This design comes from an exercise in tuning for small area, a short achievable clock period and few clock cycles on the open sky130 flow, not from production work. Where RTL was checked, it was by simulation tests only, not by an equivalence proof against the original. The RTL of runs 2 and 3 was laid out without a check of its function. No activity file was given, so power comes from the tool's default toggle rates.

<file path="flow/design.v">
package txdma_pkg;
    typedef logic [31:0] desc_t;         
    typedef logic [31:0] addr_t;         
    typedef logic [31:0] data_t;         
    typedef logic [7:0]  byte_t;         
    typedef logic [6:0]  bd_index_t;     
    typedef logic [8:0]  tx_status_t;    
    localparam int BIT_READY  = 15;      
    localparam int BIT_IRQ    = 14;      
    localparam int BIT_WRAP   = 13;      
    localparam int BIT_PAD    = 12;
    localparam int BIT_CRC    = 11;
    localparam tx_status_t STAT_ERR_MASK = 9'h10F;
endpackage
module eth_txdma #(
    parameter int DEPTH = 7                       
) (
    input  logic                  clk,
    input  logic                  reset,
    input  logic                  tx_en,
    input  txdma_pkg::bd_index_t  max_tx_bd,
    input  logic                  bd_wait,
    input  txdma_pkg::desc_t      bd_desc,
    input  txdma_pkg::addr_t      bd_ptr,
    input  txdma_pkg::tx_status_t tx_stat,
    input  logic                  tx_stat_valid,
    output logic                  bd_read,
    output logic                  bd_write,
    output txdma_pkg::bd_index_t  bd_index,
    output txdma_pkg::desc_t      bd_writedata,
    output logic                  tx_stat_ack,
    output logic                  per_packet_pad,
    output logic                  per_packet_crc,
    output logic                  txb_irq,
    output logic                  txe_irq,
    input  logic                  av_waitrequest,
    input  txdma_pkg::data_t      av_readdata,
    input  logic                  av_readdatavalid,
    output logic                  av_read,
    output txdma_pkg::addr_t      av_address,
    input  logic                  tx_ack,
    output txdma_pkg::byte_t      tx_data,
    output logic                  tx_dv,
    output logic                  tx_sop,
    output logic                  tx_eop
);
    localparam int FIFO_AW = 3;                  
    logic        st_rd;                  
    logic        st_dma;                 
    logic        st_wr;                  
    logic [15:0] len;                    
    logic [5:0]  flags;                  
    txdma_pkg::tx_status_t stat;
    logic        take;
    logic        wr_ok;
    logic        stat_err;
    assign bd_read     = st_rd;
    assign bd_write    = st_wr;
    assign take        = st_rd & ~bd_wait & bd_desc[txdma_pkg::BIT_READY];
    assign wr_ok       = st_wr & ~bd_wait;
    assign stat_err    = |(stat & txdma_pkg::STAT_ERR_MASK);
    assign bd_writedata   = {len, 1'b0, flags, stat};
    assign per_packet_pad = flags[txdma_pkg::BIT_PAD - 9];
    assign per_packet_crc = flags[txdma_pkg::BIT_CRC - 9];
    always_ff @(posedge clk or posedge reset) begin
        if (reset) begin
            st_rd       <= 1'b0;
            st_dma      <= 1'b0;
            st_wr       <= 1'b0;
            tx_stat_ack <= 1'b0;
            txb_irq     <= 1'b0;
            txe_irq     <= 1'b0;
            bd_index    <= '0;
        end else begin
            tx_stat_ack <= st_dma & tx_stat_valid & ~tx_stat_ack;
            txb_irq     <= wr_ok & flags[txdma_pkg::BIT_IRQ - 9] & ~stat_err;
            txe_irq     <= wr_ok & flags[txdma_pkg::BIT_IRQ - 9] & stat_err;
            if (tx_en & ~st_rd & ~st_dma & ~st_wr) begin
                st_rd <= 1'b1;
            end
            if (take) begin
                st_rd  <= 1'b0;
                st_dma <= 1'b1;
            end
            if (tx_stat_ack) begin
                st_dma <= 1'b0;
                st_wr  <= 1'b1;
            end
            if (wr_ok) begin
                st_wr <= 1'b0;
                st_rd <= 1'b1;
                if (flags[txdma_pkg::BIT_WRAP - 9] || bd_index == max_tx_bd) begin
                    bd_index <= '0;
                end else begin
                    bd_index <= bd_index + 7'd1;
                end
            end
        end
    end
    always_ff @(posedge clk) begin
        if (take) begin
            len   <= bd_desc[31:16];
            flags <= bd_desc[14:9];
        end
        if (tx_stat_ack) begin
            stat <= tx_stat;
        end
    end
    logic [29:0]        addr;            
    logic [13:0]        wcnt;            
    logic               more;            
    logic               more_nx;         
    logic [DEPTH-1:0]   occ;             
    logic               full_nx;         
    logic               rd_ok;
    logic               pop;
    assign av_address = {addr, 2'b00};
    assign rd_ok      = av_read & ~av_waitrequest;
    assign more_nx    = more & ((|wcnt[13:1]) | (wcnt[0] & (|len[1:0])) | ~rd_ok);
    assign full_nx    = (occ[DEPTH-1] & ~(pop & ~rd_ok)) | (occ[DEPTH-2] & rd_ok & ~pop);
    always_ff @(posedge clk or posedge reset) begin
        if (reset) begin
            occ     <= '0;
            av_read <= 1'b0;
            more    <= 1'b0;
        end else begin
            av_read <= take | (st_dma & more_nx & ~full_nx);
            more    <= take | more_nx;
            if (rd_ok & ~pop) begin
                occ <= {occ[DEPTH-2:0], 1'b1};
            end else if (pop & ~rd_ok) begin
                occ <= {1'b0, occ[DEPTH-1:1]};
            end
        end
    end
    always_ff @(posedge clk) begin
        if (take) begin
            addr <= bd_ptr[31:2];
            wcnt <= bd_desc[31:18];
        end else if (rd_ok) begin
            addr <= addr + 30'd1;
            wcnt <= wcnt - 14'd1;
        end
    end
    txdma_pkg::data_t   mem [DEPTH];
    logic [FIFO_AW-1:0] wptr;
    logic [DEPTH-1:0]   rsel;            
    txdma_pkg::data_t   head;
    logic [DEPTH-1:0]   stored;          
    always_ff @(posedge clk or posedge reset) begin
        if (reset) begin
            wptr   <= '0;
            rsel   <= DEPTH'(1);
            stored <= '0;
        end else begin
            if (av_readdatavalid) begin
                wptr <= (wptr == FIFO_AW'(DEPTH - 1)) ? '0 : wptr + 1'b1;
            end
            if (pop) begin
                rsel <= {rsel[DEPTH-2:0], rsel[DEPTH-1]};
            end
            if (av_readdatavalid & ~pop) begin
                stored <= {stored[DEPTH-2:0], 1'b1};
            end else if (pop & ~av_readdatavalid) begin
                stored <= {1'b0, stored[DEPTH-1:1]};
            end
        end
    end
    always_ff @(posedge clk) begin
        if (av_readdatavalid) mem[wptr] <= av_readdata;
    end
    always_comb begin
        head = '0;
        for (int i = 0; i < DEPTH; i++) begin
            head = head | (mem[i] & {32{rsel[i]}});
        end
    end
    logic [31:0] cw;                     
    logic [1:0]  lane;                   
    logic        cw_final;               
    logic        first;                  
    logic        final_w;                
    logic        shift;
    assign tx_data = cw[7:0];
    assign final_w = ~more & occ[0] & ~occ[1];
    assign shift   = tx_dv & tx_ack & ~tx_eop & (lane != 2'd3);
    assign pop     = stored[0] & (~tx_dv | (tx_ack & (lane == 2'd3)));
    always_ff @(posedge clk or posedge reset) begin
        if (reset) begin
            tx_dv <= 1'b0;
        end else if (pop) begin
            tx_dv <= 1'b1;
        end else if (tx_ack & (tx_eop | (lane == 2'd3))) begin
            tx_dv <= 1'b0;
        end
    end
    always_ff @(posedge clk) begin
        if (take) begin
            first <= 1'b1;
        end else if (pop) begin
            first <= 1'b0;
        end
        if (pop) begin
            cw       <= head;
            lane     <= 2'd0;
            cw_final <= final_w;
            tx_sop   <= first;
            tx_eop   <= final_w & (len[1:0] == 2'd1);
        end else if (shift) begin
            cw[23:0] <= cw[31:8];
            lane     <= lane + 2'd1;
            tx_sop   <= 1'b0;
            tx_eop   <= cw_final & (lane == len[1:0] - 2'd2);
        end
    end
endmodule
</file>
<file path="flow/flow/run.sh">
#!/bin/bash
# Standard layout, with plain buffers (not delay cells) on the ports: the
# smallest buffer on inputs, a size-2 buffer on outputs.
set -euo pipefail
export BUFFER_PORTS_ARGS="-inputs -buffer_cell sky130_fd_sc_hd__buf_1"
export PRE_GLOBAL_PLACE_TCL="$PWD/flow/buffer_outputs.tcl"
bash standard.sh finish > standard.log 2>&1
</file>
<file path="flow/config.mk">
export PLATFORM = sky130hd
export DESIGN_NAME = eth_txdma
export DESIGN_NICKNAME = eth_txdma
export VERILOG_FILES = /design/flow/design.v
export SDC_FILE = /design/flow/constraint.sdc
export NUM_CORES = 4
export LEC_CHECK = 0
export ABC_CLOCK_PERIOD_IN_PS = 2200
export CAP_MARGIN = 20
export CORE_MARGIN = 2
export CORE_UTILIZATION = 65
export CTS_CLUSTER_DIAMETER = 100
export CTS_CLUSTER_SIZE = 30
export PLACE_DENSITY = 0.72
export SETUP_SLACK_MARGIN = 2.8
export SLEW_MARGIN = 20
</file>
<file path="flow/standard.sh">
#!/bin/bash
# synth_recipe.tcl (not shown) runs the flow's synth.tcl, then flattens the netlist and writes it again
# the make line also repeats each setting of config.mk as NAME=value (left out here)
make -C /OpenROAD-flow-scripts/flow DESIGN_CONFIG=/design/flow/config.mk WORK_HOME=/design/flow/orfs CLKGATE_MAP_FILE= SYNTH_SCRIPT=/design/flow/synth_recipe.tcl "${@:-finish}"
</file>
<file path="flow/constraint.sdc">
create_clock -name core_clock -period 5.0 [get_ports {clk}]
set_input_delay 1.0000 -clock core_clock [delete_from_list [all_inputs] [get_ports {clk}]]
set_output_delay 1.0000 -clock core_clock [all_outputs]
set_load 0.01 [all_outputs]
</file>
<file path="flow/flow/buffer_outputs.tcl">
# Buffer the output ports; the flow's own buffer_ports call then buffers the inputs.
buffer_ports -outputs -buffer_cell sky130_fd_sc_hd__buf_2
</file>
==> summary.md, run 1 <==
| Metric | Value |
|---|---|
| Gr ovfl total | 0 |
| Post-synthesis async set-or-reset flop share | 0.106 |
| CP Launch Type | primary input |
| DRT iter0 DRCs | 830 |
| PD cells | approximately 470 nW/um^2 |
| Chip height | around 150 um |
| WP data arrival | around 2.6 ns |
| Routed vias/inst | about 6.3 |
| Wirelength per Cell | around 22 um |
| Cell Count Post-Placement | about 1.3k |
| Hold Vio Cnt, Final | 0 |
| Input/output buffers | 195 |
| GRT Overall Usage | 0.247 |
| Total routed wirelength | about 30 mm |
| Total core area | approximately 22000 um^2 |
| Number of buffers created by CTS | 16 |
| Via count | between 8k and 9k |
| Std cell rows | 55 |
| Storage element area | 11100 um^2 |
| Crit-path cells | buf_1 -> nand2_8 -> nor2_4 -> buf_4 |
| CTS tree | done |
| Ys Warns | 1 |
| Area Growth Syn to Fin | 8.49% |
| Clock Skews | ~0.025 ns |
| Top cells by area, synth | edfxtp_1 68%, dfrtp_1 6.6%, nand2_1 2.6% |
| Most common cell after layout, fill and taps aside | edfxtp_1 |
| Largest net degree at the start of global routing | 50 |
| First-pass GRT wire length | about 45 mm |
| Worst Setup End Kind | register |
| Pleak | between 5 and 6 nW |
| CP max stage cell | nor2_4 |
| Cell variety after synth | 58 |
| Critical path class | primary input to register |
| Multi-input gate area | ~3400 um^2 |
| Clock transition at the registers of the reported paths | approximately 0.11 ns |
| Pre-Repair DR Iteration Count | 6 |
| Top cell type's share of synthesized area | 0.682 |
| Number of global-route vias before repair | ~8.1k |
| Clock latency (worst-skew pair) | roughly 0.54 ns |
| Initial antenna violation count | 1 |
| Root Buffer | clkbuf_16 |
| Layout cell share with drive strength beyond 1 | 0.0679 |
| Routed Antenna Nets | 0 |
| Synthesized area | about 15000 um^2 |
| Min Tclk post-route | ~2.4 ns |
| Fill count | roughly 1.5k |
| Worst Max-Slew Pin Slew | between 0.9 and 1 ns |
| HPWL after DPL | between 15 and 20 mm |
| DRC viols | 0 |
| DIE WIDTH | roughly 150 um |
| Synth Area per Inst | 15.2 um^2 |
| Worst hold path class | register to register |
| Num Clock Sinks | 377 |
| Max incr delay on CP | ~0.70 ns |
| Number of synthesized flops with an enable pin | ~330 |
| Gpl congestion | 0.766 |
| VDD IR max | 0.000396 V |
| Crit-path max FO | 22 |
| Layout net count | roughly 1.2k |
| Slew headroom | 0.379 |
| Fin cells | 1347 |
| Register area share after synthesis | 0.754 |
| Fin Setup TNS | 0 ns |
| Post-synth top area cell | edfxtp_1 |
| Final setup fails | 0 |
| I/O pin count | 210 |
| RSZ-0062 raised after global routing | yes |
| Synth Flop Type | edfxtp_1 |
| Status | finished clean |
| Fmax | approximately 420 MHz |
| Max-slew violation count | 0 |
| Cell count after synthesis | about 970 |
| Max-cap violations | 0 |
| Number of synthesized register bits | 377 |
| Crit path required time | approximately 5.2 ns |
| Tcrit/Tclk final | 0.471 |
| Most frequent cells in the layout | 334 x edfxtp_1, 108 x buf_1, 99 x nand2_1, 52 x o21ai_0, 48 x nor2_1 |
| CTS Buffer Depth | 3 |
| Hold_buf cts | 0 |
| Die area | 23800 um^2 |
| H-Tree Depth | 1 |
| Effective utilization at floorplan | 0.656 |
[cells by family (layout without fill, tap and decap cells)]
kind of cell               after synthesis  in the layout  share of synthesized area
DFF                                    377            377                      0.754
muxes                                   12             12                    0.00825
AOI/OAI and AO/OA                      207            207                      0.102
and+or+nand+nor                        241            242                     0.0777
buffers and inverters                   76            164                     0.0229
adders and majority gates                7              7                    0.00595
other                                    1              5                   0.000255
xor gates and xnor gates                48             48                     0.0286
[cell usage after synthesis (7+ instances only)]
| cell type | count |
|---|---|
| a21oi_1 | 12 |
| a221oi_1 | 24 |
| a222oi_1 | 32 |
| a22o_1 | 24 |
| a22oi_1 | 16 |
| a31oi_1 | 24 |
| and3_1 | 12 |
| buf_4 | 13 |
| clkbuf_1 | 43 |
| dfrtp_1 | 39 |
| edfxtp_1 | 334 |
| ha_1 | 7 |
| inv_1 | 10 |
| mux2i_1 | 11 |
| nand2_1 | 101 |
| nand2b_1 | 7 |
| nand3_1 | 22 |
| nand4_1 | 12 |
| nor2_1 | 54 |
| nor3_1 | 7 |
| o21ai_0 | 52 |
| xnor2_1 | 20 |
| xor2_1 | 28 |
[sequential cells by signal (all words and copies together) (netlist names), 6 cells and up]
| signal | count |
|---|---|
| mem | 224 |
| wcnt | 14 |
| stored | 7 |
| stat | 9 |
| occ | 7 |
| flags | 6 |
| cw | 32 |
| bd_index | 7 |
| len | 16 |
| addr | 30 |
| rsel | 7 |
[worst max-delay path, delay by kind of cell]
family,cells,cell delay [ns]
and+or+nand+nor,2,0.81
buffers and inverters,2,0.75
[cell type report]
| cell class | instances | area share |
|---|---|---|
| clock inverter | 2 | 0.00204 |
| timing repair buffer | 124 | 0.0336 |
| inverter | 12 | 0.00314 |
| multi-input combinational | 519 | 0.215 |
| sequential | 377 | 0.696 |
| clock buffer | 26 | 0.0281 |
| antenna | 2 | 0.000314 |
| tap | 285 | 0.0223 |
[routing by layer]
layer  up-vias  global-route usage  routed length, um
met5         -                   0                  0
met1      4135               0.337              12100
met3        39              0.0412               2270
met4         0              0.0697                592
li1       3904                   -                  -
met2       342               0.420              14800
[power by group]
| part | total [W] | internal [W] | switching, W |
|---|---|---|---|
| logic | 0.00121 | 0.000410 | 0.000805 |
| clock network | 0.00154 | 0.000638 | 0.000901 |
| registers | 0.00468 | 0.00419 | 0.000483 |
| total | 0.00743 | 0.00524 | 0.00219 |
[repair_timing]
item | 4_1_cts | 5_1_grt
hold endpoints to repair | 0 | 0
buffers inserted | 5 | 0
pin swaps | 5 | 1
gates cloned | 1 | 0
gates resized for setup | 8 | 4
endpoints found under the setup margin | 158 | 43
[per-stage QoR]
step | util | hold WS, ns | total power [W] | worst slack (ns) | instance area, um^2
after floorplan | - | 0.415 | 0.00552 | 2.64 | 14900
after global placement | 0.686 | 0.428 | 0.00588 | 1.95 | 15400
after detailed placement | 0.686 | 0.432 | 0.00593 | 1.91 | 15400
after CTS | 0.710 | 0.449 | 0.00748 | 2.66 | 15900
after global routing | 0.711 | 0.475 | 0.00775 | 2.58 | 16000
final | 0.711 | 0.447 | 0.00743 | 2.64 | 16000
[worst paths after layout]
kind | start | end | slack, ns | depth (start not counted)
setup reg to reg | wptr[1] | mem[5][5] | 2.73 | 3
hold reg to reg | first | first | 0.45 | 2
max in group asynchronous | reset | rsel[3] | 4.06 | 3
min in group asynchronous | reset | av_read | 0.56 | 3
hold / removal | first | first | 0.45 | 2
setup / recovery | av_readdatavalid | mem[5][5] | 2.64 | 4
Testbench counts, summed over its fixed seeds: cycles 204,684.
==> run 2: changes to the inputs <==
--- a/flow/design.v
+++ b/flow/design.v
@@ -44,7 +44,6 @@
     output logic                  tx_sop,
     output logic                  tx_eop
 );
-    localparam int FIFO_AW = 3;                  
     logic        st_rd;                  
     logic        st_dma;                 
     logic        st_wr;                  
@@ -143,18 +142,18 @@
         end
     end
     txdma_pkg::data_t   mem [DEPTH];
-    logic [FIFO_AW-1:0] wptr;
+    logic [DEPTH-1:0]   wsel;            
     logic [DEPTH-1:0]   rsel;            
     txdma_pkg::data_t   head;
     logic [DEPTH-1:0]   stored;          
     always_ff @(posedge clk or posedge reset) begin
         if (reset) begin
-            wptr   <= '0;
+            wsel   <= DEPTH'(1);
             rsel   <= DEPTH'(1);
             stored <= '0;
         end else begin
             if (av_readdatavalid) begin
-                wptr <= (wptr == FIFO_AW'(DEPTH - 1)) ? '0 : wptr + 1'b1;
+                wsel <= {wsel[DEPTH-2:0], wsel[DEPTH-1]};
             end
             if (pop) begin
                 rsel <= {rsel[DEPTH-2:0], rsel[DEPTH-1]};
@@ -167,7 +166,9 @@
         end
     end
     always_ff @(posedge clk) begin
-        if (av_readdatavalid) mem[wptr] <= av_readdata;
+        for (int i = 0; i < DEPTH; i++) begin
+            if (av_readdatavalid & wsel[i]) mem[i] <= av_readdata;
+        end
     end
     always_comb begin
         head = '0;
==> run 2 against run 1 <==
  * Still clean
  * Non-clock buffer count down 12
  * Sequential power down 4.5%
  * Clock skew down 0.00073 ns
  * Combinational power about the same
  * Synthesized cell count up 2.6%
  * Via count up 4.3%
  * Fmax down 1.2%
==> summary.md, run 2 <==
| Metric | Value |
|---|---|
| Status | finished clean |
| Total core area | between 20000 and 25000 um^2 |
| Die area | ~24000 um^2 |
| Pint | 0.00510 W |
| Synth Flop Type | edfxtp_1 |
| Switching Power | ~0.0021 W |
| Post-Synth XOR/XNOR Area | 0.0205 |
| Max FFs per register | about 220 |
| Worst hold path class | register to register |
| Max-cap violations | 0 |
| Comb pwr share | 0.166 |
| Mux share of post-synthesis cell area | 0.0147 |
| Compound-Gate Fraction of Synth Area | 0.104 |
| Top cell type's share of synthesized area | 0.671 |
| Register area share after synthesis | 0.748 |
| WP data arrival | 2.53 ns |
| Wirelength per Cell | 22.9 um |
| Via count | slightly below 9k |
| Tcrit/Tclk final | 0.477 |
| Clock latency (worst-skew pair) | around 0.53 ns |
| Final setup fails | 0 |
| Crit-path max FO | 32 |
| Input/output buffers | slightly below 200 |
| Largest family of logic cells by synthesized area | compound AO/OA/AOI/OAI gates |
| Cell variety after synth | 55 |
| Biggest regs | mem (224), cw (32), addr (30) |
| Effective utilization at floorplan | 0.661 |
| Switching Fraction | 0.293 |
| Crit path required time | between 5 and 6 ns |
| Pre-Repair DR Iteration Count | 9 |
| GRT Overall Usage | 0.248 |
| Critical path class | primary input to register |
| Root Buffer | clkbuf_16 |
| Hold Worst Slack | about 0.45 ns |
| Top cells by area, synth | edfxtp_1 67%, dfrtp_1 7.0%, nand2_1 2.3% |
| I/O pin count | 210 |
| WP buf/inv | 1 |
| Total routed wirelength | ~31 mm |
| RSZ-0062 raised after global routing | yes |
| Num Clock Sinks | roughly 380 |
| Area Growth Syn to Fin | 7.63% |
| Initial antenna violation count | 2 |
| Number of buffers created by CTS | 16 |
| First-pass GRT wire length | between 40 and 50 mm |
| Fill count | about 1.5k |
| Max incr delay on CP | about 1 ns |
| Storage element area | between 10000 and 15000 um^2 |
| Pleak | ~5 nW |
| CTS tree | done |
| Ys Warns | 2 |
| Max-slew violation count | 0 |
| Reg with most FFs | mem |
| Post-synth top area cell | edfxtp_1 |
| Clock power share | 0.215 |
| Chip height | 156 um |
| Flop-to-flop setup slack | roughly 2.8 ns |
| Commonest cells post-synth | 334 x edfxtp_1, 93 x nand2_1, 56 x nor2_1, 52 x o21ai_0, 50 x clkbuf_1 |
| Hold Vio Cnt, Final | 0 |
| Worst Max-Slew Pin Slew | between 1 and 1.5 ns |
| Number of synthesized register bits | approximately 380 |
| Gr ovfl total | 0 |
| Post-synthesis async set-or-reset flop share | 0.115 |
| Crit-path leading delay family | simple AND/OR/NAND/NOR gates |
| Gpl congestion | 0.798 |
| VDD IR max | between 0.0002 and 0.0003 V |
| H-Tree Depth | 1 |
| Simple-gate portion of the synthesized area | 0.0823 |
| Std cell rows | 55 |
| CP max stage cell | and2_2 |
| CP Launch Type | primary input |
| DRT iter0 DRCs | 1023 |
| Number of synthesized flops with an enable pin | 334 |
| Cell count after synthesis | ~990 |
| Layout cell share with drive strength beyond 1 | 0.0688 |
| CTS Buffer Depth | 3 |
| Sequential share of power | 0.619 |
| Min Tclk post-route | 2.39 ns |
| Routed Antenna Nets | 0 |
| Clock Skews | around 0.025 ns |
| Most common cell after layout, fill and taps aside | edfxtp_1 |
| Fin Setup TNS | 0 ns |
| Routed vias/inst | about 6.5 |
| DRC viols | 0 |
| Worst Setup End Kind | register |
| Fmax | 419 MHz |
| Slew headroom | 0.295 |
| Clock transition at the registers of the reported paths | ~0.11 ns |
| Synth Area per Inst | between 15 and 20 um^2 |
| PD cells | 448 nW/um^2 |
| Most frequent cells in the layout | 334 x edfxtp_1, 108 x buf_1, 91 x nand2_1, 56 x nor2_1, 45 x o21ai_0 |
| Multi-input gate area | 3560 um^2 |
| Crit-path cells | buf_1 -> and2_2 |
| Adder and majority cell fraction of the synthesized area | 0.00586 |
| Layout net count | 1192 |
| Count leader, synth | edfxtp_1 |
| DIE WIDTH | around 160 um |
| Hold_buf cts | 0 |
| Synthesized area | 15000 um^2 |
| Number of global-route vias before repair | ~8.2k |
| HPWL after DPL | ~17 mm |
| Largest net degree at the start of global routing | 74 |
run 2: cell types whose count changed after synthesis, sizes merged, moves of 7 or more:
cell | previous run | this run
nand2 | 101 | 93
clkbuf | 43 | 50
a31oi | 24 | 38
or4 | 3 | 14
and3 | 12 | 5
mux2 | 1 | 8
xor2 | 28 | 17
o31ai | 2 | 10
run 2: timing repair:
item / CTS / global route
setup endpoints to repair: 321 / 274
gates resized for setup: 9 / 9
gates cloned: 3 / 3
buffers inserted: 1 / 2
pin swaps: 2 / 6
run 2: power by group through the flow:
stage	combinational [W]	clock, W	sequential [W]
detailed placement	0.00113	0	0.00453
CTS	0.00118	0.00157	0.00447
global placement	0.00109	0	0.00452
finish	0.00120	0.00155	0.00447
global route	0.00135	0.00167	0.00452
floorplan	0.000973	0	0.00439
run 2: area by class of cell:
type,count,share of cell area
clock inverters,2,0.00155
inverters,14,0.00365
diodes,1,0.000155
well taps,285,0.0221
clock buffers,26,0.0278
multi-input cells,540,0.221
repair buffers,112,0.0275
flip-flops and latches,381,0.696
run 2: metal layers:
metal | part of all wire | track usage | up-vias
met1 | 0.42 | 0.370 | 4329
met4 | 0.0053 | 0.0363 | 0
met2 | 0.49 | 0.401 | 404
li1 | - | - | 4031
met5 | 0 | 0 | -
met3 | 0.089 | 0.0450 | 18
run 2: logic make-up (layout without fill, tap and decap cells):
group,Yosys count,count (layout)
flip-flops,381,381
AND/OR/NAND/NOR,254,260
AO/OA/AOI/OAI,214,214
buffers and inverters,81,154
XOR/XNOR,35,35
multiplexers,21,21
adder cells (fa/ha/maj),7,7
other,1,4
run 2: path summary, 6_finish.rpt:
path	depth (start not counted)	from	to
max	2	av_readdatavalid	mem[2][31]
min	2	first	first
max reg2reg	4	addr[8]	addr[28]
min reg2reg	2	first	first
max in group asynchronous	2	reset	tx_stat_ack
min in group asynchronous	2	reset	txb_irq
run 2: metrics by stage:
stage	power, W	cell area [um^2]	util	instances	setup slack [ns]
finish	0.00722	16100	0.711	1361	2.61
detailed placement	0.00566	15500	0.684	1323	1.66
floorplan	0.00537	15100	-	996	2.74
global route	0.00754	16100	0.711	1361	2.49
global placement	0.00562	15500	0.684	1323	1.76
CTS	0.00721	16000	0.708	1355	2.60
==> run 3: changes to the inputs <==
--- a/flow/design.v
+++ b/flow/design.v
@@ -44,12 +44,13 @@
     output logic                  tx_sop,
     output logic                  tx_eop
 );
+    localparam int FIFO_AW = 3;                  
     logic        st_rd;                  
     logic        st_dma;                 
     logic        st_wr;                  
     logic [15:0] len;                    
     logic [5:0]  flags;                  
-    txdma_pkg::tx_status_t stat;
+    txdma_pkg::tx_status_t stat;         
     logic        take;
     logic        wr_ok;
     logic        stat_err;
@@ -101,9 +102,6 @@
             len   <= bd_desc[31:16];
             flags <= bd_desc[14:9];
         end
-        if (tx_stat_ack) begin
-            stat <= tx_stat;
-        end
     end
     logic [29:0]        addr;            
     logic [13:0]        wcnt;            
@@ -139,36 +137,37 @@
         end else if (rd_ok) begin
             addr <= addr + 30'd1;
             wcnt <= wcnt - 14'd1;
-        end
-    end
+        end else if (tx_stat_ack) begin
+            wcnt[8:0] <= tx_stat;
+        end
+    end
+    assign stat = wcnt[8:0];
     txdma_pkg::data_t   mem [DEPTH];
-    logic [DEPTH-1:0]   wsel;            
+    logic [FIFO_AW-1:0] wptr;
     logic [DEPTH-1:0]   rsel;            
     txdma_pkg::data_t   head;
-    logic [DEPTH-1:0]   stored;          
-    always_ff @(posedge clk or posedge reset) begin
-        if (reset) begin
-            wsel   <= DEPTH'(1);
+    logic [2:0]         stored;          
+    always_ff @(posedge clk or posedge reset) begin
+        if (reset) begin
+            wptr   <= '0;
             rsel   <= DEPTH'(1);
             stored <= '0;
         end else begin
             if (av_readdatavalid) begin
-                wsel <= {wsel[DEPTH-2:0], wsel[DEPTH-1]};
+                wptr <= (wptr == FIFO_AW'(DEPTH - 1)) ? '0 : wptr + 1'b1;
             end
             if (pop) begin
                 rsel <= {rsel[DEPTH-2:0], rsel[DEPTH-1]};
             end
             if (av_readdatavalid & ~pop) begin
-                stored <= {stored[DEPTH-2:0], 1'b1};
+                stored <= stored + 3'd1;
             end else if (pop & ~av_readdatavalid) begin
-                stored <= {1'b0, stored[DEPTH-1:1]};
-            end
-        end
-    end
-    always_ff @(posedge clk) begin
-        for (int i = 0; i < DEPTH; i++) begin
-            if (av_readdatavalid & wsel[i]) mem[i] <= av_readdata;
-        end
+                stored <= stored - 3'd1;
+            end
+        end
+    end
+    always_ff @(posedge clk) begin
+        if (av_readdatavalid) mem[wptr] <= av_readdata;
     end
     always_comb begin
         head = '0;
@@ -185,7 +184,7 @@
     assign tx_data = cw[7:0];
     assign final_w = ~more & occ[0] & ~occ[1];
     assign shift   = tx_dv & tx_ack & ~tx_eop & (lane != 2'd3);
-    assign pop     = stored[0] & (~tx_dv | (tx_ack & (lane == 2'd3)));
+    assign pop     = (|stored) & (~tx_dv | (tx_ack & (lane == 2'd3)));
     always_ff @(posedge clk or posedge reset) begin
         if (reset) begin
             tx_dv <= 1'b0;
==> flow/flow/run.sh (replaced) <==
#!/bin/bash
# Standard layout, with plain buffers (not delay cells) on the ports.
set -euo pipefail
export BUFFER_PORTS_ARGS="-buffer_cell sky130_fd_sc_hd__buf_2"
bash standard.sh finish > standard.log 2>&1
--- a/flow/config.mk
+++ b/flow/config.mk
@@ -10,7 +10,7 @@
 export CORE_MARGIN = 2
 export CORE_UTILIZATION = 65
 export CTS_CLUSTER_DIAMETER = 100
-export CTS_CLUSTER_SIZE = 30
+export CTS_CLUSTER_SIZE = 26
 export PLACE_DENSITY = 0.72
 export SETUP_SLACK_MARGIN = 2.8
 export SLEW_MARGIN = 20
removed: flow/flow/buffer_outputs.tcl
==> run 3 against run 2 <==
  * Hold slack improved by 0.031 ns
  * First-iteration DRC count fell by 15%
  * Clock power barely moved
  * Global-route usage rose by 1.3 points
  * Design area rose by 1.8%
  * Core utilization rose by 4.0 points
  * Routed wire length barely moved
  * Power rose by 8.8%
  * Non-clock buffer count rose by 118
  * Clock skew fell by 0.0073 ns
  * Critical endpoint is now av_address[22]
  * Still clean
  * Critical path depth fell by 1
==> summary.md, run 3 <==
| Metric | Value |
|---|---|
| Crit path from | addr[20] |
| Input/output buffers | between 150 and 200 |
| Number of synthesized flops with an enable pin | 325 |
| Min Tclk post-route | approximately 2.2 ns |
| Placed inst area | 15700 um^2 |
| Gr ovfl total | 0 |
| VDD IR max | about 0.00035 V |
| Hold Vio Cnt, Final | 0 |
| Synth Area per Inst | about 15 um^2 |
| Max incr delay on CP | a little under 0.5 ns |
| CP Launch Type | register |
| Chip height | around 150 um |
| Worst r2r src | lane[0] |
| Register area share after synthesis | 0.740 |
| Layout net count | ~1.3k |
| Worst hold path class | register to register |
| Number of buffers created by CTS | 17 |
| Routed Antenna Nets | 0 |
| Root Buffer | clkbuf_16 |
| Die area | around 24000 um^2 |
| Max FFs per register | 224 |
| Ys Warns | 1 |
| DIE WIDTH | 153 um |
| R2R cell count | 9 |
| WP data arrival | between 1 and 1.5 ns |
| Number of global-route vias before repair | around 8.5k |
| Fill count | approximately 1.4k |
| Cell count after synthesis | around 1000 |
| Crit-path max FO | 6 |
| Final instance area | about 16000 um^2 |
| Clock Skews | between 0.015 and 0.02 ns |
| Most common cell after layout, fill and taps aside | edfxtp_1 |
| Fmax | roughly 460 MHz |
| I/O pin count | 210 |
| Routed vias/inst | 6.18 |
| Commonest cells post-synth | 325 x edfxtp_1, 103 x nand2_1, 54 x o21ai_0, 50 x nor2_1, 40 x clkbuf_1 |
| Area Growth Syn to Fin | 13.1% |
| DRT iter0 DRCs | 871 |
| Post-synthesis async set-or-reset flop share | 0.0989 |
| DRC viols | 0 |
| Count leader, synth | edfxtp_1 |
| Worst Setup End Kind | primary output |
| Worst Max-Slew Pin Slew | ~0.9 ns |
| Tcrit/Tclk final | 0.436 |
| Crit path required time | 4.00 ns |
| Status | finished clean |
| Hold_sp | stored[2] |
| Layout cell share with drive strength beyond 1 | 0.252 |
| Total core area | around 22000 um^2 |
| Crit-path cells | buf_2 |
| First-pass GRT wire length | roughly 48 mm |
| Most frequent cells in the layout | 325 x edfxtp_1, 195 x buf_2, 100 x nand2_1, 54 x o21ai_0, 45 x nor2_1 |
| HPWL after DPL | between 15 and 20 mm |
| Clock latency (worst-skew pair) | just over 0.5 ns |
| Pre-Repair DR Iteration Count | 9 |
| H-Tree Depth | 1 |
| Reg with most FFs | mem |
| Final setup fails | 0 |
| Synth Flop Type | edfxtp_1 |
| Cell variety after synth | 57 |
| Critical Path Stages | 1 |
| Total routed wirelength | between 30 and 40 mm |
| Num Clock Sinks | between 300 and 400 |
| Initial antenna violation count | 3 |
| Std cell rows | 54 |
| Crit-path leading delay family | flip-flops |
| Top cell type's share of synthesized area | 0.673 |
| Number of synthesized register bits | 364 |
| Via count | 8941 |
| GRT Overall Usage | 0.261 |
| Slew headroom | 0.397 |
| Max-slew violation count | 0 |
| Max-cap violations | 0 |
| Biggest regs | mem (224), cw (32), addr (30) |
| CTS tree | done |
| Clock transition at the registers of the reported paths | 0.11 ns |
| Synthesized area | ~14000 um^2 |
| Critical path class | register to primary output |
| CTS Buffer Depth | 3 |
| Gpl congestion | ~0.82 |
| Wirelength per Cell | 21.6 um |
| Pleak | 5.81 nW |
| Post-synth top area cell | edfxtp_1 |
| Fin Setup TNS | 0 ns |
| CP max stage cell | edfxtp_1 |
| RSZ-0062 raised after global routing | yes |
| WP buf/inv | 1 |
| Hold path depth | 1 |
| PD cells | around 480 nW/um^2 |
| Top cells by area, synth | edfxtp_1 67%, dfrtp_1 6.0%, nand2_1 2.7% |
| Effective utilization at floorplan | 0.664 |
| Largest net degree at the start of global routing | between 40 and 50 |
## run 3: timing repair
item	in CTS	in global routing
cloned	2	0
setup buffers	7	15
resized for setup	7	6
pin swaps	1	0
endpoints found under the setup margin	111	54
hold buffers	0	0
## run 3: cells by family after synthesis
group,after synthesis,share of synthesized area
other,1,0.000259
flip-flops,364,0.740
buffers and inverters,84,0.0281
adder cells (fa/ha/maj),9,0.00829
multiplexers,11,0.00786
XOR/XNOR,50,0.0302
AO/OA/AOI/OAI,209,0.105
AND/OR/NAND/NOR,245,0.0806
## run 3: layer usage
layer	track usage	part of all wire
met4	0.0622	0.018
met5	0	0
met3	0.0352	0.086
met2	0.434	0.49
met1	0.376	0.40
## run 3: cell type report
cell class                      count  area, um^2  area share
Multi-Input combinational cell    529        3520       0.215
Antenna cell                        3        7.51    0.000458
Inverter                           12        63.8     0.00389
Tap cell                          280         350      0.0214
Timing Repair Buffer              230        1240      0.0756
Sequential cell                   364       10700       0.655
Clock buffer                       29         470      0.0287
## run 3: stage by stage
stage	power, W	util	hold slack [ns]	std cells	setup WS, ns
finish	0.00785	0.751	0.479	1447	2.82
global route	0.00822	0.751	0.517	1447	2.79
CTS	0.00782	0.745	0.477	1429	2.80
detailed placement	0.00629	0.719	0.458	1391	1.89
global placement	0.00622	0.719	0.459	1391	1.92
floorplan	0.00565	-	0.440	975	2.63
## run 3: final timing paths
check	endpoint	slack, ns
setup reg to reg	stored[2]	2.92
max in group asynchronous	rsel[0]	4.06
setup / recovery	av_address[22]	2.82
hold / removal	stored[2]	0.48
min in group asynchronous	bd_index[1]	0.58
hold reg to reg	stored[2]	0.48
## run 3: power breakdown
group / switching (W) / total (W) / internal, W
clock: 0.000866 / 0.00152 / 0.000651
combinational: 0.00122 / 0.00191 / 0.000691
sequential: 0.000329 / 0.00443 / 0.00410
==> run 4: changes to the inputs <==
--- a/flow/design.v
+++ b/flow/design.v
@@ -107,14 +107,14 @@
     logic [13:0]        wcnt;            
     logic               more;            
     logic               more_nx;         
-    logic [DEPTH-1:0]   occ;             
+    logic [2:0]         occ;             
     logic               full_nx;         
     logic               rd_ok;
     logic               pop;
     assign av_address = {addr, 2'b00};
     assign rd_ok      = av_read & ~av_waitrequest;
     assign more_nx    = more & ((|wcnt[13:1]) | (wcnt[0] & (|len[1:0])) | ~rd_ok);
-    assign full_nx    = (occ[DEPTH-1] & ~(pop & ~rd_ok)) | (occ[DEPTH-2] & rd_ok & ~pop);
+    assign full_nx    = ((occ == 3'(DEPTH)) & ~(pop & ~rd_ok)) | ((occ == 3'(DEPTH - 1)) & rd_ok & ~pop);
     always_ff @(posedge clk or posedge reset) begin
         if (reset) begin
             occ     <= '0;
@@ -124,9 +124,9 @@
             av_read <= take | (st_dma & more_nx & ~full_nx);
             more    <= take | more_nx;
             if (rd_ok & ~pop) begin
-                occ <= {occ[DEPTH-2:0], 1'b1};
+                occ <= occ + 3'd1;
             end else if (pop & ~rd_ok) begin
-                occ <= {1'b0, occ[DEPTH-1:1]};
+                occ <= occ - 3'd1;
             end
         end
     end
@@ -182,7 +182,7 @@
     logic        final_w;                
     logic        shift;
     assign tx_data = cw[7:0];
-    assign final_w = ~more & occ[0] & ~occ[1];
+    assign final_w = ~more & (occ == 3'd1);
     assign shift   = tx_dv & tx_ack & ~tx_eop & (lane != 2'd3);
     assign pop     = (|stored) & (~tx_dv | (tx_ack & (lane == 2'd3)));
     always_ff @(posedge clk or posedge reset) begin
--- a/flow/config.mk
+++ b/flow/config.mk
@@ -10,7 +10,7 @@
 export CORE_MARGIN = 2
 export CORE_UTILIZATION = 65
 export CTS_CLUSTER_DIAMETER = 100
-export CTS_CLUSTER_SIZE = 26
+export CTS_CLUSTER_SIZE = 22
 export PLACE_DENSITY = 0.72
 export SETUP_SLACK_MARGIN = 2.8
 export SLEW_MARGIN = 20
==> run 4 against run 3 <==
  * Final cell count is 0.21% lower
  * Die area is 0.92% lower
  * Global-route usage is 0.23 points higher
  * Fmax is 0.46% higher
  * Clock-buffer cell count is 3 lower
  * Critical endpoint is now av_address[23]
  * Largest power group unchanged
  * Worst setup slack better by 0.0099 ns
  * Clock skew is 0.0064 ns higher
  * Synthesized cell count is 1.2% lower
  * Hold slack worse by 0.024 ns
  * Sequential share of layout area is 0.80 points lower
  * Via count is 0.30% higher
  * Critical path type unchanged
  * Critical path depth stayed put
==> summary.md, run 4 <==
| Metric | Value |
|---|---|
| Worst Max-Slew Pin Slew | approximately 0.94 ns |
| Cell count after synthesis | roughly 960 |
| CP max stage cell | edfxtp_1 |
| N_diodes | 0 |
| Hold path depth | 2 |
| First-pass GRT wire length | 48.0 mm |
| Max-cap violations | 0 |
| Clock Skews | roughly 0.024 ns |
| Most common cell after layout, fill and taps aside | edfxtp_1 |
| H-Tree Depth | 1 |
| Max FFs per register | roughly 220 |
| Commonest cells post-synth | 325 x edfxtp_1, 97 x nand2_1, 60 x o21ai_0, 54 x nor2_1, 45 x clkbuf_1 |
| Fill count | 1364 |
| Largest net degree at the start of global routing | 100 |
| WP data arrival | around 1.2 ns |
| Post-synthesis async set-or-reset flop share | 0.0889 |
| Pleak | ~5.9 nW |
| DRT iter0 DRCs | just under 900 |
| GRT Overall Usage | 0.264 |
| Pre-Repair DR Iteration Count | 6 |
| RSZ-0062 raised after global routing | no |
| Hold Path End | first |
| Die area | between 20000 and 25000 um^2 |
| Max incr delay on CP | 0.47 ns |
| Number of synthesized register bits | 360 |
| VDD IR max | around 0.00041 V |
| PD cells | slightly below 500 nW/um^2 |
| Hold_sp | first |
| Layout cell share with drive strength beyond 1 | 0.260 |
| DIE WIDTH | 153 um |
| Area Growth Syn to Fin | 14.4% |
| Number of synthesized flops with an enable pin | between 300 and 400 |
| Worst r2r src | addr[0] |
| Routed vias/inst | 6.21 |
| Post-synth top area cell | edfxtp_1 |
| Min Tclk post-route | approximately 2.2 ns |
| Biggest regs | mem (224), cw (32), addr (30) |
| Gpl congestion | about 0.80 |
| Number of global-route vias before repair | 8541 |
| CP Launch Type | register |
| I/O pin count | 210 |
| Chip height | 153 um |
| Max-slew violation count | 0 |
| Top cell type's share of synthesized area | 0.680 |
| Synthesized area | between 10000 and 15000 um^2 |
| Crit-path leading delay family | flip-flops |
| Fin cells | 1444 |
| Input/output buffers | roughly 200 |
| Crit-path max FO | 4 |
| Fmax | roughly 460 MHz |
| R2R cell count | 6 |
| Via count | roughly 9.0k |
| Cell variety after synth | between 50 and 60 |
| WP buf/inv | 1 |
| Num Clock Sinks | 360 |
| Total routed wirelength | 31.8 mm |
| Synth Area per Inst | roughly 15 um^2 |
| CTS tree | done |
| Flop-to-flop setup slack | between 2 and 3 ns |
| Hold Vio Cnt, Final | 0 |
| Total core area | about 22000 um^2 |
| Worst hold path class | register to register |
| Cell Count Post-Placement | approximately 1.4k |
| Effective utilization at floorplan | 0.660 |
| Crit-path cells | buf_2 |
| Slew headroom | 0.373 |
| Reg2Reg Capture Point | addr[14] |
| Worst Setup End Kind | primary output |
| Ys Warns | 1 |
| Final setup fails | 0 |
| Most frequent cells in the layout | 325 x edfxtp_1, 195 x buf_2, 95 x nand2_1, 60 x o21ai_0, 49 x nor2_1 |
| Layout net count | approximately 1.3k |
| Number of buffers created by CTS | 20 |
| Reg with most FFs | mem |
| Register area share after synthesis | 0.740 |
| HPWL after DPL | approximately 18 mm |
| Clock transition at the registers of the reported paths | around 0.10 ns |
| Initial antenna violation count | 1 |
| Root Buffer | clkbuf_16 |
| Routed Antenna Nets | 0 |
| Critical path class | register to primary output |
| Top cells by area, synth | edfxtp_1 68%, dfrtp_1 5.4%, nand2_1 2.5% |
| Fin Setup TNS | 0 ns |
| Wirelength per Cell | between 20 and 25 um |
| Total power | 0.00791 W |
| Crit path required time | about 4 ns |
| Gr ovfl total | 0 |
| Clock latency (worst-skew pair) | between 0.5 and 0.6 ns |
| Status | finished clean |
| Count leader, synth | edfxtp_1 |
| Tcrit/Tclk final | 0.434 |
| DRC viols | 0 |
| Std cell rows | between 50 and 60 |
| Synth Flop Type | edfxtp_1 |
| CTS Buffer Depth | 3 |
run 4: cell families after synthesis:
group,Yosys count,synth area share
compound gates,205,0.103
xor+xnor,52,0.0317
fa+ha+maj,13,0.0117
buf+inv,83,0.0275
flops,360,0.740
mux,6,0.00445
other cells,1,0.000261
simple gates,241,0.0818
run 4: power by group:
part	internal (W)	switching, W	total [W]
Sequential	0.00405	0.000307	0.00436
Combinational	0.000705	0.00120	0.00190
Clock	0.000749	0.000903	0.00165
run 4: through the flow:
stage / util / hold WS [ns] / setup slack [ns] / area, um^2
2_1_floorplan: - / 0.415 / 2.56 / 14500
3_3_place_gp: 0.714 / 0.425 / 1.73 / 15500
3_5_place_dp: 0.714 / 0.436 / 1.71 / 15500
4_1_cts: 0.745 / 0.451 / 2.76 / 16200
5_1_grt: 0.755 / 0.476 / 2.79 / 16400
6_report: 0.755 / 0.454 / 2.83 / 16400
run 4: layer usage:
layer / GRT usage / part of all wire / vias up
met5: 0 / 0.00041 / -
met4: 0.0705 / 0.021 / 2
met3: 0.0387 / 0.085 / 49
met2: 0.435 / 0.49 / 435
met1: 0.377 / 0.41 / 4394
li1: - / - / 4088
run 4: repair_timing:
item | in CTS | in global routing
gates resized for setup | 8 | 6
pin swaps | 1 | 1
gates cloned | 1 | 1
buffers inserted | 11 | 25
endpoints found under the setup margin | 162 | 76
hold buffers | 0 | 0
run 4: worst max path at each step:
| stage | from | end | slack (ns) | cells past startpoint |
|---|---|---|---|---|
| 3_5_place_dp | tx_ack | cw[23] | 1.71 | 7 |
| 3_3_place_gp | tx_ack | cw[14] | 1.73 | 5 |
| 5_1_grt | addr[0] | addr[14] | 2.79 | 6 |
| 2_1_floorplan | tx_ack | stored[1] | 2.56 | 8 |
| 6_report | addr[21] | av_address[23] | 2.83 | 1 |
| 4_1_cts | lane[0] | cw[23] | 2.76 | 7 |
run 4: area by class of cell:
type | instances | area, um^2 | share of cell area
Sequential cell | 360 | 10600 | 0.647
Multi-Input combinational cell | 522 | 3490 | 0.213
Timing Repair Buffer | 241 | 1340 | 0.0816
Clock buffer | 26 | 523 | 0.0318
Tap cell | 280 | 350 | 0.0213
Inverter | 13 | 56.3 | 0.00343
Clock inverter | 2 | 32.5 | 0.00198
Testbench counts of run 4, summed over its fixed seeds: cycles 204,684.
==> run 5: changes to the inputs <==
--- a/flow/config.mk
+++ b/flow/config.mk
@@ -10,7 +10,7 @@
 export CORE_MARGIN = 2
 export CORE_UTILIZATION = 65
 export CTS_CLUSTER_DIAMETER = 100
-export CTS_CLUSTER_SIZE = 22
+export CTS_CLUSTER_SIZE = 26
 export PLACE_DENSITY = 0.72
 export SETUP_SLACK_MARGIN = 2.8
 export SLEW_MARGIN = 20
==> run 5 against run 4 <==
  * Clock-buffer cell count is 2 higher
  * Flip-flop and latch count stayed put
  * Via count is 0.35% lower
  * Routed wire length is 1.0% lower
  * Synthesized cell count stayed put
  * Still clean on timing, DRC and antenna
  * Sequential share of layout area is 0.42 points higher
  * Combinational power is 2% lower
  * Global-route usage is 0.12 points higher
  * Synthesized area stayed put
  * Sequential power hardly changed
==> summary.md, run 5 <==
| Metric | Value |
|---|---|
| Effective utilization at floorplan | 0.660 |
| Crit path required time | ~4.0 ns |
| CP Launch Type | register |
| Synth Area per Inst | 14.9 um^2 |
| Final Util | 0.750 |
| Max incr delay on CP | approximately 0.48 ns |
| Total routed wirelength | 31.5 mm |
| GRT Overall Usage | 0.265 |
| Max-slew violation count | 0 |
| Hold path depth | 2 |
| Number of synthesized register bits | between 300 and 400 |
| Pre-Repair DR Iteration Count | 6 |
| I/O pin count | 210 |
| Die area | approximately 23000 um^2 |
| Worst Max-Slew Pin Slew | ~1.0 ns |
| CTS Buffer Depth | 3 |
| Count leader, synth | edfxtp_1 |
| PD cells | 475 nW/um^2 |
| Reg with most FFs | mem |
| Worst r2r src | lane[0] |
| Worst Setup End Kind | primary output |
| Layout net count | roughly 1.3k |
| Crit-path leading delay family | flip-flops |
| Input/output buffers | approximately 200 |
| Cell Count Post-Placement | 1378 |
| Most common cell after layout, fill and taps aside | edfxtp_1 |
| Routed Antenna Nets | 0 |
| Number of synthesized flops with an enable pin | between 300 and 400 |
| Cell count after synthesis | slightly below 1k |
| Reg2Reg Capture Point | cw[23] |
| Largest net degree at the start of global routing | 100 |
| Root Buffer | clkbuf_16 |
| CP max stage cell | edfxtp_1 |
| First-pass GRT wire length | between 40 and 50 mm |
| Synth Flop Type | edfxtp_1 |
| Routed vias/inst | ~6.2 |
| Most frequent cells in the layout | 325 x edfxtp_1, 195 x buf_2, 95 x nand2_1, 60 x o21ai_0, 49 x nor2_1 |
| N_diodes | 0 |
| Via count | 8937 |
| DRC viols | 0 |
| CTS tree | done |
| Hold_buf cts | 0 |
| DRT iter0 DRCs | 969 |
| Area Growth Syn to Fin | 13.7% |
| Critical Path Stages | 1 |
| Initial antenna violation count | 1 |
| WP buf/inv | 1 |
| Top cells by area, synth | edfxtp_1 68%, dfrtp_1 5.4%, nand2_1 2.5% |
| Worst hold path class | register to register |
| H-Tree Depth | 1 |
| Hold Vio Cnt, Final | 0 |
| Gpl congestion | roughly 0.8 |
| Commonest cells post-synth | 325 x edfxtp_1, 97 x nand2_1, 60 x o21ai_0, 54 x nor2_1, 45 x clkbuf_1 |
| Wirelength per Cell | 21.8 um |
| Biggest regs | mem (224), cw (32), addr (30) |
| Total core area | 21800 um^2 |
| Max-cap violations | 0 |
| Slew headroom | 0.333 |
| Setup WS pre-CTS | 1.71 ns |
| Status | finished clean |
| Gr ovfl total | 0 |
| Clock latency (worst-skew pair) | around 0.52 ns |
| Fin Setup TNS | 0 ns |
| Final worst slack | 2.83 ns |
| Max FFs per register | about 220 |
| Layout cell share with drive strength beyond 1 | 0.254 |
| Critical path class | register to primary output |
| RSZ-0062 raised after global routing | yes |
| Crit-path cells | buf_2 |
| R2R cell count | 5 |
| Crit path from | addr[22] |
| Final setup fails | 0 |
| Post-synthesis async set-or-reset flop share | 0.0889 |
| VDD IR max | between 0.0003 and 0.0004 V |
| Chip height | around 150 um |
| Std cell rows | 54 |
| DIE WIDTH | 153 um |
| Tcrit/Tclk final | 0.435 |
| Min Tclk post-route | between 2 and 2.5 ns |
| Number of buffers created by CTS | 17 |
| Flop-to-flop setup slack | between 2 and 3 ns |
| WP data arrival | around 1.2 ns |
| CP Capture Point | av_address[24] |
| Pleak | 5.79 nW |
| Number of global-route vias before repair | 8491 |
| Top cell type's share of synthesized area | 0.680 |
| HPWL after DPL | 18.3 mm |
| Clock transition at the registers of the reported paths | 0.10 ns |
| Fin cells | ~1.4k |
| Fmax | between 400 and 500 MHz |
| Ys Warns | 1 |
| Cell variety after synth | between 50 and 60 |
| Register area share after synthesis | 0.740 |
| Total power | just under 0.008 W |
| Clock Skews | roughly 0.017 ns |
| Synthesized area | 14400 um^2 |
| Post-synth top area cell | edfxtp_1 |
| Crit-path max FO | 5 |
| Num Clock Sinks | between 300 and 400 |
run 5: repair_timing:
| action | CTS | global route |
|---|---|---|
| buffers inserted | 11 | 20 |
| gates resized for setup | 8 | 5 |
| endpoints found under the setup margin | 162 | 85 |
| pin swaps | 1 | 1 |
| cloned | 1 | 1 |
run 5: how the worst min path moves through the flow:
stage                     slack (ns)  startpoint  endpoint
after floorplan                 0.42       first     first
after global placement          0.42       first     first
after detailed placement        0.44       first     first
after CTS                       0.45       first     first
after global routing            0.48       first     first
final                           0.45       first     first
run 5: layout make-up:
class | instances | area, um^2
multi-input cells | 522 | 3490
clock inverters | 2 | 12.5
repair buffers | 236 | 1300
inverters | 13 | 56.3
fillers | 1366 | 5430
flip-flops and latches | 360 | 10600
clock buffers | 28 | 477
well taps | 280 | 350
run 5: where the power goes:
| group | internal, W | switching, W |
|---|---|---|
| sequential | 0.00405 | 0.000309 |
| combinational | 0.000686 | 0.00117 |
| clock | 0.000666 | 0.000864 |
| total | 0.00540 | 0.00234 |
run 5: per-layer routing:
metal  track usage  wire (um)
met5             0         13
met1         0.380      12600
met2         0.438      15400
met3        0.0375       2750
met4        0.0688        662
run 5: per-stage QoR:
| step | area, um^2 | hold WS [ns] |
|---|---|---|
| floorplan | 14500 | 0.415 |
| global placement | 15500 | 0.425 |
| detailed placement | 15500 | 0.436 |
| CTS | 16100 | 0.453 |
| global route | 16300 | 0.478 |
| finish | 16300 | 0.453 |
run 5: cell families after synthesis:
group	count (synthesis)	synth area share
flip-flops	360	0.740
AND/OR/NAND/NOR	241	0.0818
AO/OA/AOI/OAI	205	0.103
buffers and inverters	83	0.0275
XOR/XNOR	52	0.0317
adder cells (fa/ha/maj)	13	0.0117
multiplexers	6	0.00445
other	1	0.000261
==> run 6: changes to the inputs <==
--- a/flow/config.mk
+++ b/flow/config.mk
@@ -11,6 +11,7 @@
 export CORE_UTILIZATION = 65
 export CTS_CLUSTER_DIAMETER = 100
 export CTS_CLUSTER_SIZE = 26
+export GPL_TIMING_DRIVEN = 0
 export PLACE_DENSITY = 0.72
 export SETUP_SLACK_MARGIN = 2.8
 export SLEW_MARGIN = 20
==> run 6 against run 5 <==
  * Routed wire length is 6.5% higher
  * First-iteration DRC count is 5.6% lower
  * Hold slack lost 0.0049 ns
  * Design area up 3.9%
  * Clock power about the same
  * Combinational power is 17% higher
  * Non-clock buffer count up 77
  * Via count grew 4.5%
  * Sequential power about the same
  * Final cell count is 5.2% higher
  * Critical endpoint is now bd_writedata[1]
  * Largest cell class unchanged
  * Largest power group unchanged
  * Highest routed layer unchanged
==> summary.md, run 6 <==
| Metric | Value |
|---|---|
| Tcrit/Tclk final | 0.444 |
| Biggest regs | mem (224), cw (32), addr (30) |
| WP data arrival | roughly 1.2 ns |
| CP Capture Point | bd_writedata[1] |
| First-pass GRT wire length | 51.4 mm |
| Critical path class | register to primary output |
| Cell Count Post-Placement | around 1.4k |
| Status | finished clean |
| PD cells | approximately 480 nW/um^2 |
| Fin Setup TNS | 0 ns |
| Worst Setup End Kind | primary output |
| HPWL after DPL | around 22 mm |
| Area Growth Syn to Fin | 18.1% |
| Setup WS pre-CTS | between 2 and 2.5 ns |
| Std cell rows | 54 |
| Commonest cells post-synth | 325 x edfxtp_1, 97 x nand2_1, 60 x o21ai_0, 54 x nor2_1, 45 x clkbuf_1 |
| Worst hold path class | register to register |
| H-Tree Depth | 1 |
| I/O pin count | 210 |
| Total core area | 21800 um^2 |
| Crit-path max FO | 2 |
| Worst Max-Slew Pin Slew | about 0.85 ns |
| Die area | between 20000 and 25000 um^2 |
| Synth Area per Inst | approximately 15 um^2 |
| Routed vias/inst | 6.16 |
| Num Clock Sinks | 360 |
| Top cell type's share of synthesized area | 0.680 |
| RSZ-0062 raised after global routing | yes |
| DRT iter0 DRCs | between 900 and 1k |
| Final setup fails | 0 |
| Gr ovfl total | 0 |
| Crit path required time | 4.00 ns |
| Count leader, synth | edfxtp_1 |
| CTS Buffer Depth | 3 |
| Post-synthesis async set-or-reset flop share | 0.0889 |
| Chip height | 153 um |
| Gpl congestion | between 0.8 and 0.9 |
| Synth Flop Type | edfxtp_1 |
| Initial antenna violation count | 3 |
| Ys Warns | 1 |
| Cell variety after synth | 52 |
| Clock Skews | approximately 0.020 ns |
| Pre-Repair DR Iteration Count | 8 |
| Layout net count | 1357 |
| DRC viols | 0 |
| DIE WIDTH | around 150 um |
| Number of synthesized flops with an enable pin | 325 |
| Via count | a little over 9k |
| VDD IR max | about 0.00036 V |
| Fin cells | around 1.5k |
| Reg with most FFs | mem |
| CP Launch Type | register |
| Register area share after synthesis | 0.740 |
| R2R cell count | 5 |
| Top cells by area, synth | edfxtp_1 68%, dfrtp_1 5.4%, nand2_1 2.5% |
| Effective utilization at floorplan | 0.660 |
| Largest net degree at the start of global routing | 36 |
| GRT Overall Usage | 0.284 |
| Flop-to-flop setup slack | 2.89 ns |
| Most frequent cells in the layout | 325 x edfxtp_1, 186 x buf_2, 95 x nand2_1, 60 x o21ai_0, 56 x buf_4 |
| Worst r2r src | rsel[5] |
| Pleak | approximately 6 nW |
| Max FFs per register | ~220 |
| Reg2Reg Capture Point | cw[31] |
| Synthesized area | 14400 um^2 |
| CTS tree | done |
| Number of synthesized register bits | 360 |
| Slew headroom | 0.432 |
| Max-slew violation count | 0 |
| Cell count after synthesis | 961 |
| Number of global-route vias before repair | between 9k and 10k |
| Min Tclk post-route | 2.22 ns |
| Root Buffer | clkbuf_16 |
| Layout cell share with drive strength beyond 1 | 0.276 |
| Most common cell after layout, fill and taps aside | edfxtp_1 |
| Final worst slack | between 2 and 3 ns |
| Crit path from | wcnt[1] |
| Hold Vio Cnt, Final | 0 |
| Routed Antenna Nets | 0 |
| Wirelength per Cell | 22.1 um |
| Clock transition at the registers of the reported paths | around 0.10 ns |
| Post-synth top area cell | edfxtp_1 |
| Final Util | 0.779 |
| Number of buffers created by CTS | 17 |
| Clock latency (worst-skew pair) | about 0.50 ns |
| Fmax | ~450 MHz |
| Max-cap violations | 0 |
| Input/output buffers | between 150 and 200 |
| Total routed wirelength | around 34 mm |
## run 6: cell counts after synthesis
No cell type changed its count.
## run 6: stage by stage
stage,hold slack [ns],area [um^2],total power [W]
global placement,0.427,15800,0.00624
global route,0.465,17000,0.00844
finish,0.448,17000,0.00808
CTS,0.448,16700,0.00795
detailed placement,0.434,16100,0.00636
floorplan,0.415,14500,0.00555
## run 6: timing repair
item                                    CTS  global route
pin swaps                                 0             4
gates resized for setup                  14            36
buffers inserted                         15            22
hold buffers                              0             0
hold endpoints to repair                  0             0
endpoints found under the setup margin   50           114
cloned                                    0             0
## run 6: power by group
part	leakage [nW]	switching, W	total, W	internal, W
clock network	0.236	0.000863	0.00154	0.000678
registers	3.43	0.000315	0.00437	0.00405
logic	2.47	0.00127	0.00217	0.000907
## run 6: worst min-delay path by stage
| stage | start | end | slack [ns] | cells past startpoint |
|---|---|---|---|---|
| detailed placement | first | first | 0.43 | 2 |
| finish | first | first | 0.45 | 2 |
| global route | first | first | 0.47 | 2 |
| global placement | first | first | 0.43 | 2 |
| CTS | first | first | 0.45 | 2 |
| floorplan | first | first | 0.42 | 2 |
## run 6: metal layers
layer	GRT usage	wire, um
met5	0	13
met4	0.0860	921
met3	0.0441	3080
met2	0.477	16700
met1	0.392	12800
## run 6: cell families after synthesis
family,synth area share
xor+xnor,0.0317
compound gates,0.103
fa+ha+maj,0.0117
buf+inv,0.0275
flops,0.740
mux,0.00445
other cells,0.000261
simple gates,0.0818
## run 6: critical path, stage by stage, from the launching register on
cell and delay, ns:
edfxtp_1 0.46, buf_6 0.15, buf_6 0.11
## run 6: layout make-up
class / instances / area [um^2]
Timing Repair Buffer: 243 / 1560
Inverter: 13 / 48.8
Fill cell: 1362 / 4800
Sequential cell: 360 / 10600
Tap cell: 280 / 350
Buffer: 70 / 410
Multi-Input combinational cell: 520 / 3470
Antenna cell: 1 / 2.50
Clock buffer: 29 / 490
==> run 7: changes to the inputs <==
--- a/flow/config.mk
+++ b/flow/config.mk
@@ -11,7 +11,7 @@
 export CORE_UTILIZATION = 65
 export CTS_CLUSTER_DIAMETER = 100
 export CTS_CLUSTER_SIZE = 26
-export GPL_TIMING_DRIVEN = 0
+export GPL_ROUTABILITY_DRIVEN = 0
 export PLACE_DENSITY = 0.72
 export SETUP_SLACK_MARGIN = 2.8
 export SLEW_MARGIN = 20
==> run 7 against run 6 <==
  * Combinational power shrank 14%
  * Synthesized cell count stayed put
  * Worst setup slack improved by 0.046 ns
  * Still clean
  * Design area shrank 3.7%
  * Critical endpoint is now av_address[24]
==> summary.md, run 7 <==
| Metric | Value |
|---|---|
| Total core area | around 22000 um^2 |
| Std cell rows | 54 |
| Cell count after synthesis | 961 |
| Number of synthesized flops with an enable pin | 325 |
| CTS Buffer Depth | 3 |
| Largest net degree at the start of global routing | 100 |
| Post-synthesis async set-or-reset flop share | 0.0889 |
| I/O pin count | between 200 and 250 |
| Post-synth top area cell | edfxtp_1 |
| Comb pwr share | 0.240 |
| Ys Warns | 1 |
| GRT Overall Usage | 0.265 |
| Clock power share | 0.197 |
| Layer with the highest usage | met2 |
| R2R cell count | 5 |
| Synth Area per Inst | ~15 um^2 |
| Hold path depth | 2 |
| DRT iter0 DRCs | approximately 970 |
| Synthesized area | between 10000 and 15000 um^2 |
| Number of global-route vias before repair | roughly 8.5k |
| DRC viols | 0 |
| VDD IR max | just over 0.0003 V |
| Register area share after synthesis | 0.740 |
| Most common cell after layout, fill and taps aside | edfxtp_1 |
| Worst Max-Slew Pin Slew | 0.999 ns |
| Switching Fraction | 0.303 |
| Root Buffer | clkbuf_16 |
| Final setup fails | 0 |
| Clock Skews | about 0.017 ns |
| Simple-gate portion of the synthesized area | 0.0818 |
| Crit-path leading delay family | flip-flops |
| Wirelength per Cell | approximately 22 um |
| Sequential share of power | 0.563 |
| Worst Setup End Kind | primary output |
| GR Util met2 | 0.438 |
| Via count | around 9k |
| Most frequent cells in the layout | 325 x edfxtp_1, 195 x buf_2, 95 x nand2_1, 60 x o21ai_0, 49 x nor2_1 |
| Max-slew violation count | 0 |
| Routed vias/inst | 6.20 |
| Routed Antenna Nets | 0 |
| Total power | ~0.0077 W |
| Die area | ~23000 um^2 |
| Gr ovfl total | 0 |
| Hold_buf cts | 0 |
| Synth Flop Type | edfxtp_1 |
| Commonest cells post-synth | 325 x edfxtp_1, 97 x nand2_1, 60 x o21ai_0, 54 x nor2_1, 45 x clkbuf_1 |
| Effective utilization at floorplan | 0.660 |
| Max incr delay on CP | approximately 0.48 ns |
| Initial antenna violation count | 1 |
| Number of buffers created by CTS | 17 |
| Area Growth Syn to Fin | 13.7% |
| Pre-Repair DR Iteration Count | 6 |
| M1 GR Usage | 0.380 |
| Max-cap violations | 0 |
| Crit-path max FO | 5 |
| Cell variety after synth | 52 |
| Critical path class | register to primary output |
| CP max stage cell | edfxtp_1 |
| Reg with most FFs | mem |
| Status | finished clean |
| WP data arrival | between 1 and 1.5 ns |
| Switching Power | approximately 0.0023 W |
| Worst hold path class | register to register |
| HPWL after DPL | roughly 18 mm |
| Max FFs per register | 224 |
| Flop-to-flop setup slack | approximately 3 ns |
| H-Tree Depth | 1 |
| CP Launch Type | register |
| Hold Vio Cnt, Final | 0 |
| Slew headroom | 0.333 |
| Biggest regs | mem (224), cw (32), addr (30) |
| Layout cell share with drive strength beyond 1 | 0.254 |
| Num Clock Sinks | 360 |
| Pleak | between 5 and 6 nW |
| RSZ-0062 raised after global routing | yes |
| Top cell type's share of synthesized area | 0.680 |
| Total routed wirelength | approximately 31 mm |
| Adder and majority cell fraction of the synthesized area | 0.0117 |
| Pint | approximately 0.0054 W |
| Top cells by area, synth | edfxtp_1 68%, dfrtp_1 5.4%, nand2_1 2.5% |
| Crit path required time | 4.00 ns |
| Largest family of logic cells by synthesized area | compound AO/OA/AOI/OAI gates |
| Tcrit/Tclk final | 0.435 |
| Input/output buffers | ~200 |
| Clock latency (worst-skew pair) | 0.52 ns |
| Met3 GRT Util | 0.0375 |
| Compound-Gate Fraction of Synth Area | 0.103 |
| DIE WIDTH | roughly 150 um |
| Fin Setup TNS | 0 ns |
| First-pass GRT wire length | a little under 50 mm |
| Crit-path cells | buf_2 |
| WP buf/inv | 1 |
| Critical Path Stages | 1 |
| Clock transition at the registers of the reported paths | about 0.1 ns |
| Layout net count | 1282 |
| Mux share of post-synthesis cell area | 0.00445 |
| Count leader, synth | edfxtp_1 |
| CTS tree | done |
| N_diodes | 0 |
| Chip height | roughly 150 um |
| PD cells | ~470 nW/um^2 |
| Fmax | between 400 and 500 MHz |
| Number of synthesized register bits | 360 |
| Min Tclk post-route | 2.17 ns |
| Post-Synth XOR/XNOR Area | 0.0317 |
run 7: cell types whose count changed in the layout (fill, tap and decap cells not counted), sizes merged:
cell / previous run / this run
nor2: 54 / 55
inv: 13 / 14
diode: 1 / 0
clkinv: 0 / 1
buf: 270 / 236
or2: 1 / 2
clkbuf: 72 / 28
run 7: through the flow:
step	instance area [um^2]	util	cells	hold slack [ns]	worst slack (ns)
global placement	15500	0.714	1378	0.425	1.73
finish	16300	0.750	1441	0.453	2.83
CTS	16100	0.742	1420	0.453	2.76
global route	16300	0.750	1441	0.478	2.80
floorplan	14500	-	963	0.415	2.56
detailed placement	15500	0.714	1378	0.436	1.71
run 7: timing repair:
| action | CTS | global route |
|---|---|---|
| gates cloned | 1 | 1 |
| endpoints found under the setup margin | 162 | 85 |
| buffers inserted | 11 | 20 |
| pin swaps | 1 | 1 |
| resized for setup | 8 | 5 |
run 7: kinds of logic after synthesis:
| logic type | after synthesis |
|---|---|
| DFF | 360 |
| buffers and inverters | 83 |
| and+or+nand+nor | 241 |
| AOI/OAI and AO/OA | 205 |
| other | 1 |
| adders and majority gates | 13 |
| xor gates and xnor gates | 52 |
| muxes | 6 |
run 7: layout make-up:
cell class              instances  area (um^2)
inverters                      13         56.3
well taps                     280          350
clock buffers                  28          477
fillers                      1366         5430
multi-input cells             522         3490
repair buffers                236         1300
flip-flops and latches        360        10600
clock inverters                 2         12.5
run 7: worst min-delay path: stages, from the launching register on:
cell     delay [ns]
dfxtp_1        0.32
nand2_1        0.05
nand2_1        0.05
run 7: power groups by stage:
stage          sequential (W)  combinational (W)  clock (W)
2_1_floorplan         0.00445            0.00110          0
3_5_place_dp          0.00449            0.00165          0
5_1_grt               0.00442            0.00206    0.00166
4_1_cts               0.00439            0.00176    0.00156
3_3_place_gp          0.00447            0.00161          0
6_report              0.00436            0.00186    0.00153
run 7: routing by layer:
metal  vias up  routed length [um]
met5         -                  13
met4         2                 662
met3        50                2750
met2       434               15400
met1      4371               12600
li1       4080                   -
run 7: worst paths after layout:
| path | start | to |
|---|---|---|
| worst min-delay path | first | first |
| max in group asynchronous | reset | rsel[0] |
| min in group asynchronous | reset | bd_index[1] |
| worst min register to register | first | first |
| worst max register to register | lane[0] | cw[23] |
| worst max-delay path | addr[22] | av_address[24] |

[re-timing with driven ports]
How much do the figures lean on ideal ports? The routed layouts below were timed once more, with nothing changed but the port constraints. Step 1 (the two cells are an assumption about what drives the block):
set clk [get_ports {clk}]
set_driving_cell -lib_cell sky130_fd_sc_hd__clkbuf_16 $clk
set_driving_cell -lib_cell sky130_fd_sc_hd__buf_2 [delete_from_list [all_inputs] $clk]
Step 2 adds t to the input delays and takes it off the output delays; t is the mean of the earliest and latest rising clock arrival at the registers after step 1. Input paths then give back, and output paths get back, about the clock's delay inside the block. a / b / c = no drivers / after step 1 / after step 2; a / b = the first two.
run | t, ns | setup slack, ns | hold slack, ns | worst slew at a driven data input, ns | pins driven straight from the clock port
run 1 | 0.574 | 2.643 / 2.615 / 2.042 | 0.447 / 0.447 / 0.447 | 0.07 | 1
run 2 | 0.563 | 2.615 / 2.637 / 2.074 | 0.448 / 0.448 / 0.448 | 0.06 | 1
run 3 | 0.550 | 2.822 / 2.773 / 2.358 | 0.479 / 0.479 / 0.479 | 0.09 | 1
run 4 | 0.567 | 2.832 / 2.784 / 2.335 | 0.454 / 0.454 / 0.454 | 0.07 | 1
run 5 | 0.556 | 2.825 / 2.776 / 2.322 | 0.453 / 0.453 / 0.453 | 0.07 | 1
run 6 | 0.542 | 2.780 / 2.731 / 2.337 | 0.448 / 0.448 / 0.448 | 0.07 | 1
run 7 | 0.556 | 2.825 / 2.776 / 2.322 | 0.453 / 0.453 / 0.453 | 0.07 | 1
After both steps setup and hold are still met in every run listed. For run 1, which loses most, drivers alone change the setup slack by -0.028 ns; drivers and shift together by -0.601 ns.
